This design comes from an exercise in tuning for small area, a short achievable clock period and few clock cycles per item on the open sky130 flow, not from production work.
Where RTL was checked, it was by simulation tests only, not by an equivalence proof against the original.

==> flow/design.v (excerpt) <==
module muldiv_top (
    input  logic                   clk,
    input  logic                   arst_n_i,
    input  logic                   op_valid_i,
    input  muldiv_pkg::muldiv_op_e op_i,
    input  muldiv_pkg::word_t      opnd_a_i,
    input  muldiv_pkg::word_t      opnd_b_i,
    output logic                   stall_o,
    output logic                   rd_valid_o,
    output muldiv_pkg::word_t      rd_data_o,
    output muldiv_pkg::word_t      hi_o,
    output muldiv_pkg::word_t      lo_o
);
Size in the first run: about 400 flip-flops, about 170 I/O pins, ~0.042 mm^2 of cells after synthesis.
export LEC_CHECK = 0
export ABC_AREA = 1
export CAP_MARGIN = 20
export CORE_MARGIN = 2
export CORE_UTILIZATION = 40
export SLEW_MARGIN = 20
create_clock -name core_clock -period 10.0 [get_ports {clk}]
standard.sh (not shown) runs the stock make flow with config.mk's settings and CLKGATE_MAP_FILE= SYNTH_SCRIPT=/design/flow/synth_recipe.tcl, a recipe that flattens the netlist after the stock synthesis.
==> flow/flow/run.sh <==
#!/bin/bash
# The standard layout with the smallest buffer on the ports, and timing repair
# aimed at 4.7 ns, below the 5 ns that config.mk's SETUP_SLACK_MARGIN reaches.
# Synthesis is the standard one, unchanged.
set -euo pipefail
bash standard.sh synth > synth.log 2>&1
bash standard.sh "BUFFER_PORTS_ARGS=-buffer_cell sky130_fd_sc_hd__buf_1" SETUP_SLACK_MARGIN=5.3 finish > layout.log 2>&1
==> next run, changes <==
--- a/flow/design.v
+++ b/flow/design.v
@@ -1326,17 +1326,16 @@
     input  logic              arst_n_i,
     input  logic              start_i,       
     input  logic              a_neg_i,       
     input  logic              b_neg_i,
     input  muldiv_pkg::word_t a_i,
     input  muldiv_pkg::word_t b_i,
     output logic              quick_o,       
     output logic              busy_o,        
-    output logic              busy_d_o,      
     output logic              done_o,        
     output logic              early_o,       
     output muldiv_pkg::word_t early_hi_o,    
     output muldiv_pkg::word_t early_lo_o,
     output muldiv_pkg::word_t hi_o,          
     output muldiv_pkg::word_t lo_o           
 );
     function automatic logic [5:0] lzc32(input logic [31:0] x);
@@ -1368,20 +1367,16 @@
     logic [33:0]       t_y;
     logic [33:0]       t_z;
     logic [33:0]       t_s;
     logic [33:0]       t_c;
     logic              q1;
     logic              q2;
     logic [31:0]       rem2;
     logic              last;
-    logic              busy_q_d;
-    logic [3:0]        cnt_d;
-    logic              neg_q_d;
-    logic              neg_r_d;
     assign a_neg  = a_neg_i;
     assign b_neg  = b_neg_i;
     assign a_mag  = a_i;
     assign b_mag  = b_i;
     assign za     = lzc32(a_mag);
     assign zb     = lzc32(b_mag);
     assign b_zero = (b_i == '0);
     assign quick_o = b_zero | (zb < za);
@@ -1398,21 +1393,16 @@
     assign q1  = ~e1[33];
     assign q2  = q1 ? ~e3[33] : ~e2[33];
     assign rem2 = q1 ? (q2 ? e3[31:0] : e1[31:0]) : (q2 ? e2[31:0] : rem_q);
     assign last       = busy_q && (cnt_q == '0);
     assign early_o    = last && !neg_q_q && !neg_r_q;
     assign busy_o     = busy_q && !early_o;
     assign early_hi_o = rem2;
     assign early_lo_o = {quo_q[29:0], q1, q2};
-    assign busy_q_d = busy_o ? !last : start_i;
-    assign cnt_d    = busy_o ? cnt_q - 1'b1 : 4'(n >> 1);
-    assign neg_q_d  = busy_o ? neg_q_q : ((a_neg ^ b_neg) & ~b_zero);
-    assign neg_r_d  = busy_o ? neg_r_q : a_neg;
-    assign busy_d_o = busy_q_d && !((cnt_d == '0) && !neg_q_d && !neg_r_d);
     always_ff @(posedge clk or negedge arst_n_i) begin
         if (!arst_n_i) begin
             busy_q <= 1'b0;
             done_o <= 1'b0;
         end else begin
             done_o <= last && !early_o;
             if (busy_o) begin
                 busy_q <= !last;
@@ -1496,18 +1486,16 @@
     logic [63:0]        csa_s;
     logic [63:0]        csa_c;
     logic [63:0]        p1_s;
     logic [63:0]        p1_c;
     logic [63:0]        prod;
     logic               div_quick;
     logic               stall;
     logic               hi_pend;
-    logic               hi_pend_d;
-    logic               div_busy_d;
     logic               ir_lng_d;
     logic               pass_hi;
     logic               pass_fb;
     logic [8:0]         dg_one;
     logic [8:0]         dg_two;
     logic [8:0]         dg_neg;
     logic               div_busy;
     logic               div_done;
@@ -1525,25 +1513,25 @@
     logic               we_hi;
     logic               we_lo;
     muldiv_pkg::word_t  hi_d;
     muldiv_pkg::word_t  lo_d;
     muldiv_pkg::word_t  hi_q;
     muldiv_pkg::word_t  lo_q;
     assign pass_hi = hi_pend;
     assign pass_fb = ir_dec.lng && !hi_pend;
+    assign stall   = div_busy || hi_pend;
     assign stall_o = stall;
-    assign hi_pend_d = !stall ? ir_lng_d : (div_busy && hi_pend);
     always_ff @(posedge clk or negedge arst_n_i) begin
         if (!arst_n_i) begin
             hi_pend <= 1'b0;
-            stall   <= 1'b0;
-        end else begin
-            hi_pend <= hi_pend_d;
-            stall   <= div_busy_d || hi_pend_d;
+        end else if (!stall) begin
+            hi_pend <= ir_lng_d;
+        end else if (!div_busy) begin
+            hi_pend <= 1'b0;
         end
     end
     stage_reg u_issue (
         .clk      (clk),
         .arst_n_i (arst_n_i),
         .hold_i   (stall),
         .valid_i  (op_valid_i),
         .op_i     (op_i),
@@ -1578,17 +1566,16 @@
         .arst_n_i (arst_n_i),
         .start_i  (ir_dec.div && !div_quick),
         .a_neg_i  (ir_a_neg),
         .b_neg_i  (ir_b_neg),
         .a_i      (ir_a[31:0]),
         .b_i      (ir_b[31:0]),
         .quick_o  (div_quick),
         .busy_o   (div_busy),
-        .busy_d_o (div_busy_d),
         .done_o     (div_done),
         .early_o    (div_early),
         .early_hi_o (div_early_hi),
         .early_lo_o (div_early_lo),
         .hi_o     (div_hi),
         .lo_o     (div_lo)
     );
     pipe_control u_ctrl (
=> The changed run completed with no timing, DRC or antenna violations. Flip-flop and latch count fell by 1. Routed wire length rose slightly. Cell count fell slightly. Die area fell slightly. Count of clock-buffer cells in the layout is unchanged. Worst hold slack got worse by 0.0059 ns. Final area fell slightly.
Testbench counts after the change, summed over its fixed seeds: cycles 6,958, items 4,800.
Function not checked in the first run of this note: the RTL went through the layout flow alone.

afterwards: timing with drivers on the ports:
Ports are ideal in the flow. The routed layouts listed here were re-timed in OpenROAD.
Step 1, drivers: a clkbuf_16 drives clk and a buf_2 each remaining input, both assumed.
Step 2 times the ports against the registers' clock, not the clock port: input delays grow and output delays shrink by t, the midpoint of the rising clock arrivals with the driver on.
Three values: ideal ports, drivers, drivers and shift; two values: the first two.
run	t (ns)	slack for setup (ns)	slew at the worst register clock pin (ns)
the first run	0.684	5.392 / 5.392 / 4.841	0.07 / 0.07
the second run	0.669	5.342 / 5.274 / 4.842	0.07 / 0.07
After both steps setup and hold are still met in every run listed. For the first run, which loses most, drivers alone change the setup slack by 0.000 ns; drivers and shift together by -0.551 ns.
